What follows belongs to an exercise in optimizing a design on an open flow for small area, a short achievable clock period and few clock cycles per item; a production flow would make more cautious choices.
In this exercise RTL edits were held to simulation tests only and were not proved equivalent to the original.
Power figures rest on the tool's default switching activity, not on a simulated workload.

`design/flow/design.v`:
```
package lest_pkg;
  localparam logic [2:0] OP_ON        = 3'd0;
  localparam logic [2:0] OP_OFF       = 3'd1;
  localparam logic [2:0] OP_REMOVE    = 3'd2;
  localparam logic [2:0] OP_RANDOMIZE = 3'd3;
  localparam logic [2:0] OP_TICK      = 3'd4;
  localparam logic [1:0] STAT_OK     = 2'd0;
  localparam logic [1:0] STAT_BOUNDS = 2'd1;
  localparam logic [1:0] STAT_FULL   = 2'd2;
  localparam logic [1:0] ACT_NONE = 2'd0;
  localparam logic [1:0] ACT_ON   = 2'd1;
  localparam logic [1:0] ACT_OFF  = 2'd2;
  localparam logic [3:0] DAY_EVERY   = 4'd7;
  localparam logic [3:0] DAY_WEEKDAY = 4'd8;
  localparam logic [3:0] DAY_WEEKEND = 4'd9;
  localparam logic [2:0] DAY_SUNDAY  = 3'd0;
  localparam logic [2:0] DAY_MONDAY  = 3'd1;
  localparam logic [2:0] DAY_FRIDAY  = 3'd5;
  localparam logic [2:0] DAY_SATURDAY = 3'd6;
  localparam int unsigned DueW = 13;
  localparam int unsigned CmdW   = 50;
  localparam int unsigned EntryW = 32;
  typedef enum logic [2:0] {
    K_ON,
    K_OFF,
    K_REMOVE,
    K_RANDOMIZE,
    K_TICK,
    K_REPLY
  } kind_e;
  typedef struct packed {
    kind_e       kind;
    logic [1:0]  status;
    logic [7:0]  light;
    logic [3:0]  day;
    logic [10:0] minute;
    logic [7:0]  offset;
    logic [2:0]  today;
    logic [10:0] now;
  } cmd_t;
  typedef struct packed {
    logic [7:0]  light;
    logic [3:0]  day;
    logic [10:0] minute;
    logic        turns_off;
    logic [7:0]  offset;
  } entry_t;
  function automatic logic day_accepts(logic [3:0] code, logic [2:0] today);
    logic hit;
    hit = 1'b0;
    if (code == DAY_EVERY) hit = 1'b1;
    if (code == {1'b0, today}) hit = 1'b1;
    if (code == DAY_WEEKEND && (today == DAY_SATURDAY || today == DAY_SUNDAY)) hit = 1'b1;
    if (code == DAY_WEEKDAY && today >= DAY_MONDAY && today <= DAY_FRIDAY) hit = 1'b1;
    day_accepts = hit;
  endfunction
endpackage
import lest_pkg::*;
module lest_front #(
  parameter int unsigned LIGHT_COUNT = 32
) (
  input  logic              in_valid_i,
  output logic              in_stall_o,
  input  logic [2:0]        operation_i,
  input  logic [7:0]        light_id_i,
  input  logic [3:0]        day_code_i,
  input  logic [10:0]       minute_i,
  input  logic signed [7:0] random_offset_i,
  input  logic [2:0]        current_day_i,
  input  logic [10:0]       current_minute_i,
  input  logic              q_full_i,
  output logic              q_push_o,
  output lest_pkg::cmd_t    q_cmd_o
);
  logic bad_light;
  assign bad_light = {1'b0, light_id_i} >= 9'(LIGHT_COUNT);
  assign in_stall_o = q_full_i;
  assign q_push_o   = in_valid_i && !q_full_i;
  always_comb begin
    q_cmd_o        = '0;
    q_cmd_o.light  = light_id_i;
    q_cmd_o.day    = day_code_i;
    q_cmd_o.minute = minute_i;
    q_cmd_o.offset = random_offset_i;
    q_cmd_o.today  = current_day_i;
    q_cmd_o.now    = current_minute_i;
    q_cmd_o.status = STAT_OK;
    unique case (operation_i)
      OP_ON, OP_OFF: begin
        if (bad_light) begin
          q_cmd_o.kind   = K_REPLY;
          q_cmd_o.status = STAT_BOUNDS;
        end else begin
          q_cmd_o.kind = (operation_i == OP_OFF) ? K_OFF : K_ON;
        end
      end
      OP_REMOVE:    q_cmd_o.kind = K_REMOVE;
      OP_RANDOMIZE: q_cmd_o.kind = K_RANDOMIZE;
      OP_TICK:      q_cmd_o.kind = K_TICK;
      default:      q_cmd_o.kind = K_REPLY;
    endcase
  end
endmodule
import lest_pkg::*;
module lest_queue (
  input  logic           clk_i,
  input  logic           rst_ni,
  input  logic           push_i,
  input  lest_pkg::cmd_t data_i,
  output logic           full_o,
  output logic           vld_o,
  input  logic           pop_i,
  output lest_pkg::cmd_t data_o
);
  logic [lest_pkg::CmdW-1:0] slot_q [0:1];
  logic       wr_ptr_q;
  logic       rd_ptr_q;
  logic [1:0] count_q;
  assign full_o = count_q == 2'd2;
  assign vld_o  = count_q != 2'd0;
  assign data_o = slot_q[rd_ptr_q];
  always_ff @(posedge clk_i or negedge rst_ni) begin
    if (!rst_ni) begin
      wr_ptr_q <= 1'b0;
      rd_ptr_q <= 1'b0;
      count_q  <= 2'd0;
    end else begin
      if (push_i) begin
        slot_q[wr_ptr_q] <= data_i;
        wr_ptr_q         <= !wr_ptr_q;
      end
      if (pop_i) rd_ptr_q <= !rd_ptr_q;
      if (push_i && !pop_i) count_q <= count_q + 2'd1;
      else if (pop_i && !push_i) count_q <= count_q - 2'd1;
    end
  end
endmodule
import lest_pkg::*;
module lest_back #(
  parameter int unsigned TABLE_ENTRIES = 64
) (
  input  logic           clk_i,
  input  logic           rst_ni,
  input  logic           q_vld_i,
  input  lest_pkg::cmd_t q_cmd_i,
  output logic           q_pop_o,
  output logic           out_valid_o,
  input  logic           out_stall_i,
  output logic [1:0]     status_o,
  output logic [7:0]     fired_light_o,
  output logic [1:0]     action_o,
  output logic           last_o
);
  localparam int unsigned IdxW = (TABLE_ENTRIES > 1) ? $clog2(TABLE_ENTRIES) : 1;
  localparam logic [IdxW-1:0] LastIdx = IdxW'(TABLE_ENTRIES - 1);
  typedef enum logic [1:0] {
    ST_IDLE,
    ST_SCAN,
    ST_DONE
  } state_e;
  state_e                   state_q;
  lest_pkg::cmd_t                     cmd_q;
  logic [IdxW-1:0]          iss_idx_q;
  logic                     iss_act_q;
  logic [IdxW-1:0]          ev_idx_q;
  logic                     ev_vld_q;
  lest_pkg::entry_t                   rd_q;
  logic [TABLE_ENTRIES-1:0] valid_q;
  logic                     found_q;
  logic                     pend_vld_q;
  logic [7:0]               pend_light_q;
  logic [1:0]               pend_act_q;
  logic                     out_vld_q;
  logic [1:0]               out_status_q;
  logic [7:0]               out_light_q;
  logic [1:0]               out_action_q;
  logic                     out_last_q;
  logic [lest_pkg::EntryW-1:0] mem [0:TABLE_ENTRIES-1];
  logic                     out_free;
  logic                     ent_valid;
  logic                     key_hit;
  logic [DueW-1:0]          due;
  logic                     tick_hit;
  logic                     is_sched;
  logic                     free_hit;
  logic                     rand_hit;
  logic                     rem_hit;
  logic                     ev_tick;
  logic                     hold;
  logic                     adv;
  logic                     mem_we;
  lest_pkg::entry_t                   mem_wdata;
  assign out_free = !out_vld_q || !out_stall_i;
  assign ent_valid = valid_q[ev_idx_q];
  assign key_hit   = ent_valid && rd_q.light == cmd_q.light && rd_q.day == cmd_q.day
                     && rd_q.minute == cmd_q.minute;
  assign due       = {2'b00, rd_q.minute} + {{(DueW - 8){rd_q.offset[7]}}, rd_q.offset};
  assign tick_hit  = ent_valid && lest_pkg::day_accepts(rd_q.day, cmd_q.today)
                     && due == {2'b00, cmd_q.now};
  assign is_sched = cmd_q.kind == K_ON || cmd_q.kind == K_OFF;
  assign free_hit = ev_vld_q && is_sched && !found_q && !ent_valid;
  assign rand_hit = ev_vld_q && cmd_q.kind == K_RANDOMIZE && key_hit;
  assign rem_hit  = ev_vld_q && cmd_q.kind == K_REMOVE && key_hit;
  assign ev_tick  = ev_vld_q && cmd_q.kind == K_TICK && tick_hit;
  assign hold = ev_tick && pend_vld_q && !out_free;
  assign adv  = !hold;
  assign q_pop_o = state_q == ST_IDLE && q_vld_i;
  always_comb begin
    mem_we    = (free_hit || rand_hit) && state_q == ST_SCAN;
    mem_wdata = rd_q;
    if (free_hit) begin
      mem_wdata.light     = cmd_q.light;
      mem_wdata.day       = cmd_q.day;
      mem_wdata.minute    = cmd_q.minute;
      mem_wdata.turns_off = cmd_q.kind == K_OFF;
      mem_wdata.offset    = '0;
    end else begin
      mem_wdata.offset = cmd_q.offset;
    end
  end
  always_ff @(posedge clk_i) begin
    if (mem_we) mem[ev_idx_q] <= mem_wdata;
    if (state_q == ST_SCAN && iss_act_q && adv) rd_q <= mem[iss_idx_q];
  end
  always_ff @(posedge clk_i or negedge rst_ni) begin
    if (!rst_ni) begin
      state_q    <= ST_IDLE;
      iss_idx_q  <= '0;
      iss_act_q  <= 1'b0;
      ev_idx_q   <= '0;
      ev_vld_q   <= 1'b0;
      valid_q    <= '0;
      found_q    <= 1'b0;
      pend_vld_q <= 1'b0;
      out_vld_q  <= 1'b0;
    end else begin
      if (out_vld_q && !out_stall_i) out_vld_q <= 1'b0;
      unique case (state_q)
        ST_IDLE: begin
          if (q_vld_i) begin
            cmd_q      <= q_cmd_i;
            found_q    <= 1'b0;
            pend_vld_q <= 1'b0;
            iss_idx_q  <= '0;
            if (q_cmd_i.kind == K_REPLY) begin
              state_q <= ST_DONE;
            end else begin
              iss_act_q <= 1'b1;
              state_q   <= ST_SCAN;
            end
          end
        end
        ST_SCAN: begin
          if (adv) begin
            ev_vld_q <= iss_act_q;
            ev_idx_q <= iss_idx_q;
            if (iss_act_q) begin
              if (iss_idx_q == LastIdx) iss_act_q <= 1'b0;
              else iss_idx_q <= iss_idx_q + IdxW'(1);
            end
            if (!iss_act_q && !ev_vld_q) state_q <= ST_DONE;
            if (free_hit) begin
              valid_q[ev_idx_q] <= 1'b1;
              found_q           <= 1'b1;
              iss_act_q         <= 1'b0;
            end
            if (rem_hit) valid_q[ev_idx_q] <= 1'b0;
            if (ev_tick) begin
              if (pend_vld_q) begin
                out_vld_q    <= 1'b1;
                out_status_q <= STAT_OK;
                out_light_q  <= pend_light_q;
                out_action_q <= pend_act_q;
                out_last_q   <= 1'b0;
              end
              pend_vld_q   <= 1'b1;
              pend_light_q <= rd_q.light;
              pend_act_q   <= rd_q.turns_off ? ACT_OFF : ACT_ON;
            end
          end
        end
        ST_DONE: begin
          if (out_free) begin
            out_vld_q    <= 1'b1;
            out_last_q   <= 1'b1;
            out_light_q  <= '0;
            out_action_q <= ACT_NONE;
            out_status_q <= cmd_q.status;
            if (is_sched) out_status_q <= found_q ? STAT_OK : STAT_FULL;
            if (cmd_q.kind == K_TICK && pend_vld_q) begin
              out_light_q  <= pend_light_q;
              out_action_q <= pend_act_q;
            end
            pend_vld_q <= 1'b0;
            state_q    <= ST_IDLE;
          end
        end
        default: state_q <= ST_IDLE;
      endcase
    end
  end
  assign out_valid_o   = out_vld_q;
  assign status_o      = out_status_q;
  assign fired_light_o = out_light_q;
  assign action_o      = out_action_q;
  assign last_o        = out_last_q;
endmodule
import lest_pkg::*;
module light_event_schedule_table #(
  parameter int unsigned TABLE_ENTRIES = 64,
  parameter int unsigned LIGHT_COUNT   = 32
) (
  input  logic              clk_i,
  input  logic              rst_ni,
  input  logic              in_valid_i,
  output logic              in_stall_o,
  input  logic [2:0]        operation_i,
  input  logic [7:0]        light_id_i,
  input  logic [3:0]        day_code_i,
  input  logic [10:0]       minute_i,
  input  logic signed [7:0] random_offset_i,
  input  logic [2:0]        current_day_i,
  input  logic [10:0]       current_minute_i,
  output logic              out_valid_o,
  input  logic              out_stall_i,
  output logic [1:0]        status_o,
  output logic [7:0]        fired_light_o,
  output logic [1:0]        action_o,
  output logic              last_o
);
  logic q_full;
  logic q_push;
  lest_pkg::cmd_t q_wr_cmd;
  logic q_vld;
  logic q_pop;
  lest_pkg::cmd_t q_rd_cmd;
  lest_front #(
    .LIGHT_COUNT(LIGHT_COUNT)
  ) u_front (
    .in_valid_i      (in_valid_i),
    .in_stall_o      (in_stall_o),
    .operation_i     (operation_i),
    .light_id_i      (light_id_i),
    .day_code_i      (day_code_i),
    .minute_i        (minute_i),
    .random_offset_i (random_offset_i),
    .current_day_i   (current_day_i),
    .current_minute_i(current_minute_i),
    .q_full_i        (q_full),
    .q_push_o        (q_push),
    .q_cmd_o         (q_wr_cmd)
  );
  lest_queue u_queue (
    .clk_i (clk_i),
    .rst_ni(rst_ni),
    .push_i(q_push),
    .data_i(q_wr_cmd),
    .full_o(q_full),
    .vld_o (q_vld),
    .pop_i (q_pop),
    .data_o(q_rd_cmd)
  );
  lest_back #(
    .TABLE_ENTRIES(TABLE_ENTRIES)
  ) u_back (
    .clk_i        (clk_i),
    .rst_ni       (rst_ni),
    .q_vld_i      (q_vld),
    .q_cmd_i      (q_rd_cmd),
    .q_pop_o      (q_pop),
    .out_valid_o  (out_valid_o),
    .out_stall_i  (out_stall_i),
    .status_o     (status_o),
    .fired_light_o(fired_light_o),
    .action_o     (action_o),
    .last_o       (last_o)
  );
endmodule
```
`design/flow/run.sh`:
```
#!/bin/bash
# synth_recipe.tcl (not shown) runs the flow's synth.tcl, then flattens the netlist and writes it again
# the make line also repeats each setting of config.mk as NAME=value (left out here)
make -C /OpenROAD-flow-scripts/flow DESIGN_CONFIG=/design/flow/config.mk WORK_HOME=/design/flow/orfs CLKGATE_MAP_FILE= SYNTH_SCRIPT=/design/flow/synth_recipe.tcl finish
```
`design/flow/config.mk`:
```
export PLATFORM = sky130hd
export DESIGN_NAME = light_event_schedule_table
export DESIGN_NICKNAME = light_event_schedule_table
export VERILOG_FILES = /design/flow/design.v
export SDC_FILE = /design/flow/constraint.sdc
export NUM_CORES = 4
export LEC_CHECK = 0
export CAP_MARGIN = 20
export CORE_MARGIN = 2
export CORE_UTILIZATION = 40
export SLEW_MARGIN = 20
```
`design/flow/constraint.sdc`:
```
create_clock -name core_clock -period 6.0 [get_ports {clk_i}]
set_input_delay 1.2000 -clock core_clock [delete_from_list [all_inputs] [get_ports {clk_i}]]
set_output_delay 1.2000 -clock core_clock [all_outputs]
set_load 0.01 [all_outputs]
```
==> metrics.log <==
INFO  metric result_of_the_run = finished clean
INFO  metric floorplan.rows = 174
INFO  metric numPortBuffers = 66
INFO  metric dpl.hpwl = around 140000 um
INFO  metric drt_iter0_markers = 4646
INFO  metric n_fill_cell = between 15000 and 20000
INFO  metric path_cells = buf_4 -> nor4b_1 -> a31o_2 -> o311ai_0 -> o211ai_1 -> o22ai_1 -> nand3_1 -> a21oi_1 -> buf_4 -> nand2_1 -> buf_4 -> nor2_4 -> buf_4
INFO  metric drt.antenna.violating_nets = 0
INFO  metric setup_repair_after_global_routing_missed_its_margin = no
INFO  metric finish.cell_count_without_fillers = between 7000 and 8000
INFO  metric worstSetupEndpointType = flip-flop
INFO  metric multiInputGateArea = a little over 20000 um^2
INFO  metric layout-drive-gt1-share = 0.313
INFO  metric clkLatencyLatePin = between 800 and 900 ps
INFO  metric nets = between 4000 and 5000
INFO  metric clk_path_buf_depth = 3
INFO  metric synth.net_count = slightly above 4000
INFO  metric combinational_family_with_the_most_area_after_synthesis = multiplexers
INFO  metric finClkSkew = ~40 ps
INFO  metric netlist_area = between 90000 and 100000 um^2
INFO  metric synth_async_sr_flop_share = 0.0372
INFO  metric drt-vias-per-instance = 5.68
INFO  metric routed_wirelength = 217000 um
INFO  metric htree_num_levels = 4
INFO  metric pwr_density_cell = 435 nW/um^2
INFO  metric number_of_top_level_pins = 67
INFO  metric postCtsResizedCells = 0
INFO  metric timing.hold.worst.class = in -> async
INFO  metric post_synth_fa_ha_maj_area_fraction = 0.00312
INFO  metric pin_count_of_the_biggest_net_entering_global_routing = 87
INFO  metric cp_data_required_time = 6480 ps
INFO  metric place.detailed.instances = around 7000
INFO  metric area.growth.synth_to_final = 15.4%
INFO  metric grt_remaining_overflow = 0
INFO  metric grtUsageTotal = 0.188
INFO  metric drc = 0
INFO  metric slew_violations = 0
INFO  metric tritoncts = yes
INFO  metric synthDistinctLibCells = 70
INFO  metric synth-warning-count = 4
INFO  metric synth_compound_area_frac = 0.0167
INFO  metric layout.cells.most_common_list = sky130_fd_sc_hd__edfxtp_1 (2250), sky130_fd_sc_hd__mux4_2 (672), sky130_fd_sc_hd__clkbuf_16 (229)
INFO  metric detailedRoute.firstPassIterationCount = 5
INFO  metric count_of_flip_flops_with_a_built_in_enable_after_synthesis = between 2000 and 2500
INFO  metric via_count = ~42000
INFO  metric initial_antenna_violation_count = 18
INFO  metric grt_first_pass_wirelength = 314000 um
INFO  metric critPathMostFrequentCell = sky130_fd_sc_hd__buf_4
INFO  metric number_of_global_route_vias_before_repair = 42800
INFO  metric worst_slew_margin_rel = 0.235
INFO  metric maxClockFrequency = between 200 and 250 MHz
INFO  metric finalWorstSetupSlack = 1120 ps
INFO  metric post-route-period-util = 0.814
INFO  metric clock-sinks = around 2300
INFO  metric final-setup-viol-count = 0
INFO  metric most_common_cell_after_layout_fill_and_taps_aside = sky130_fd_sc_hd__edfxtp_1
INFO  metric layout.core_utilization = 0.465
INFO  metric critical-path-slowest-cell = sky130_fd_sc_hd__dfrtp_1
INFO  metric die_height = 480 um
INFO  metric criticalPathCategory = reg -> reg
INFO  metric fraction_of_synthesized_area_in_multiplexers = 0.178
INFO  metric critical_path.max_fanout = 31
INFO  metric seq_cells_post_synth = 2337
INFO  metric clk_root_buffer_cell = sky130_fd_sc_hd__clkbuf_16
INFO  metric finalSetupTns = 0 ps
INFO  metric path_buf_inv = 4
INFO  metric cpLargestDelayFamily = compound AO/OA/AOI/OAI gates
INFO  metric max_cap_violations = 0
INFO  metric final_hold_viol_count = 0
INFO  metric post_cts_hold_buffer_count = 0
INFO  metric place_ws = 1170 ps
INFO  metric cts.repair_timing.setup_buffer_count = 0
INFO  metric cp_data_arrival_time = about 5400 ps
INFO  metric critical_path.startpoint_type = flip-flop
INFO  metric worst-slew-pin-transition = 1150 ps
INFO  metric slowest_cell_delay_on_critical_path = 900 ps
INFO  metric clkSlewWorstSetupHoldPaths = ~70 ps
INFO  metric coreArea = 225000 um^2
INFO  metric period_minus_slack = 4880 ps
INFO  metric initial_utilization = 0.403
INFO  metric gp_congestion = 0.837
INFO  metric synth-simple-area-share = 0.0191
INFO  metric drt-wirelength-per-cell = 29.2 um
INFO  metric leakagePower = around 32 nW
INFO  metric yosysSeqAreaShare = 0.768
INFO  metric numCtsBuffers = 227
INFO  metric chipWidth = 480 um
INFO  metric ys_dominant_reg_cell = sky130_fd_sc_hd__edfxtp_1
INFO  metric peakVddDrop = 284 uV
INFO  metric post_syn_instances = around 4000
INFO  metric post_synth.cell_area_avg = 22.9 um^2
INFO  metric ff_latch_area = 69800 um^2
INFO  metric synth_xor_area_frac = 0.00462
INFO  metric area_enclosed_by_the_die_boundary = 231000 um^2
==> flip-flops by register name, indices dropped and copies added, names as in the netlist, 2 cells and up <==
| name | flops |
|---|---|
| u_queue.slot_q | 98 |
| u_back.out_action_q | 2 |
| u_back.valid_q | 64 |
| u_back.pend_act_q | 2 |
| u_back.pend_light_q | 8 |
| u_back.out_light_q | 8 |
| u_back.cmd_q | 49 |
| u_back.iss_idx_q | 6 |
| u_back.ev_idx_q | 6 |
| u_back.out_status_q | 2 |
| u_queue.count_q | 2 |
| u_back.rd_q | 32 |
| u_back.state_q | 2 |
| u_back.mem | 2048 |
==> cells by family (layout without fill, tap and decap cells) <==
family                   Yosys count  after routing
buffers and inverters            229            697
AO/OA/AOI/OAI                    209            209
AND/OR/NAND/NOR                  358            358
other                              0              5
flip-flops                      2337           2337
adder cells (fa/ha/maj)           22             22
XOR/XNOR                          47             47
multiplexers                     768            768
==> where the power goes <==
part           switching (mW)  internal [mW]  total, mW
Sequential              0.468           19.9       20.4
Combinational            6.69           4.12       10.8
Clock                    6.14           8.27       14.4
==> layout make-up <==
class | instances | share of cell area
Sequential cell | 2337 | 0.666
Multi-Input combinational cell | 1404 | 0.198
Clock buffer | 270 | 0.0562
Tap cell | 2992 | 0.0357
Timing Repair Buffer | 250 | 0.0275
Clock inverter | 154 | 0.0160
Inverter | 23 | 0.000824
Antenna cell | 5 | 0.000119
==> cell usage after synthesis, types with 12 or more instances <==
library cell | n | area share
sky130_fd_sc_hd__a2bb2oi_1 | 44 | 0.0042
sky130_fd_sc_hd__a22oi_1 | 12 | 0.00099
sky130_fd_sc_hd__buf_1 | 48 | 0.0020
sky130_fd_sc_hd__ha_1 | 21 | 0.0029
sky130_fd_sc_hd__clkbuf_1 | 145 | 0.0060
sky130_fd_sc_hd__nor3_1 | 19 | 0.0010
sky130_fd_sc_hd__mux4_2 | 672 | 0.17
sky130_fd_sc_hd__nor2b_1 | 12 | 0.00083
sky130_fd_sc_hd__a21oi_1 | 59 | 0.0033
sky130_fd_sc_hd__buf_2 | 12 | 0.00066
sky130_fd_sc_hd__nand3_1 | 26 | 0.0014
sky130_fd_sc_hd__xor2_1 | 16 | 0.0015
sky130_fd_sc_hd__edfxtp_1 | 2250 | 0.74
sky130_fd_sc_hd__inv_1 | 22 | 0.00091
sky130_fd_sc_hd__o21ai_0 | 19 | 0.0010
sky130_fd_sc_hd__nand2_1 | 56 | 0.0023
sky130_fd_sc_hd__xnor2_1 | 30 | 0.0029
sky130_fd_sc_hd__mux2_2 | 80 | 0.0099
sky130_fd_sc_hd__and2_1 | 27 | 0.0019
sky130_fd_sc_hd__mux2i_1 | 16 | 0.0018
sky130_fd_sc_hd__dfrtp_1 | 87 | 0.024
sky130_fd_sc_hd__nor2_1 | 150 | 0.0062
==> worst paths after layout <==
check                                    from                 end  slack [ps]  cells past startpoint
min in group core_clock    u_queue.count_q[1]  u_queue.count_q[1]         520                      1
hold / removal                         rst_ni   u_back.pend_vld_q         180                      1
hold reg to reg            u_queue.count_q[1]  u_queue.count_q[1]         520                      1
setup reg to reg           u_back.ev_idx_q[1]  u_back.mem[44][10]        1120                     13
max in group asynchronous              rst_ni  u_back.valid_q[33]        4840                      3
setup / recovery           u_back.ev_idx_q[1]  u_back.mem[44][10]        1120                     13
==> layer usage <==
| metal | up-vias | routed length, um | track usage |
|---|---|---|---|
| met5 | - | 55 | 0 |
| met4 | 8 | 3980 | 0.0450 |
| met3 | 256 | 12900 | 0.0274 |
| met2 | 1405 | 103000 | 0.292 |
| met1 | 23100 | 97000 | 0.280 |
| li1 | 17500 | - | - |
==> through the flow <==
step,hold slack [ps],power (mW),cell area [um^2]
6_report,183,45.6,105000
5_1_grt,162,47.2,105000
4_1_cts,122,46.0,105000
3_5_place_dp,505,31.6,97100
3_3_place_gp,497,31.5,97100
2_1_floorplan,450,27.0,90800
Testbench counts, summed over its fixed seeds: cycles 168,179, items 3,200.

-- re-timing with driven ports --
No port has a modelled driver above. Below, the same layout with a new extraction and two added sets of constraints. Step 1 (the two cells are an assumption about what drives the block):
set clk [get_ports {clk_i}]
set_driving_cell -lib_cell sky130_fd_sc_hd__clkbuf_16 $clk
set_driving_cell -lib_cell sky130_fd_sc_hd__buf_2 [delete_from_list [all_inputs] $clk]
Step 2 times the ports against the registers' clock, not the clock port: input delays grow and output delays shrink by t, the midpoint of the rising clock arrivals with the driver on. a / b / c = ideal / step 1 / step 2; a / b = the first two.
t (ns): 0.940
slack for setup (ns): 1.118 / 1.118 / 1.118
worst hold slack (ns): 0.183 / 0.129 / 0.516
worst register clock-pin slew, ns: 0.07 / 0.07
cell pins on the clock port's net: 1
After both steps setup and hold are still met in this run. For this run, drivers alone change the setup slack by 0.000 ns; drivers and shift together by 0.000 ns.
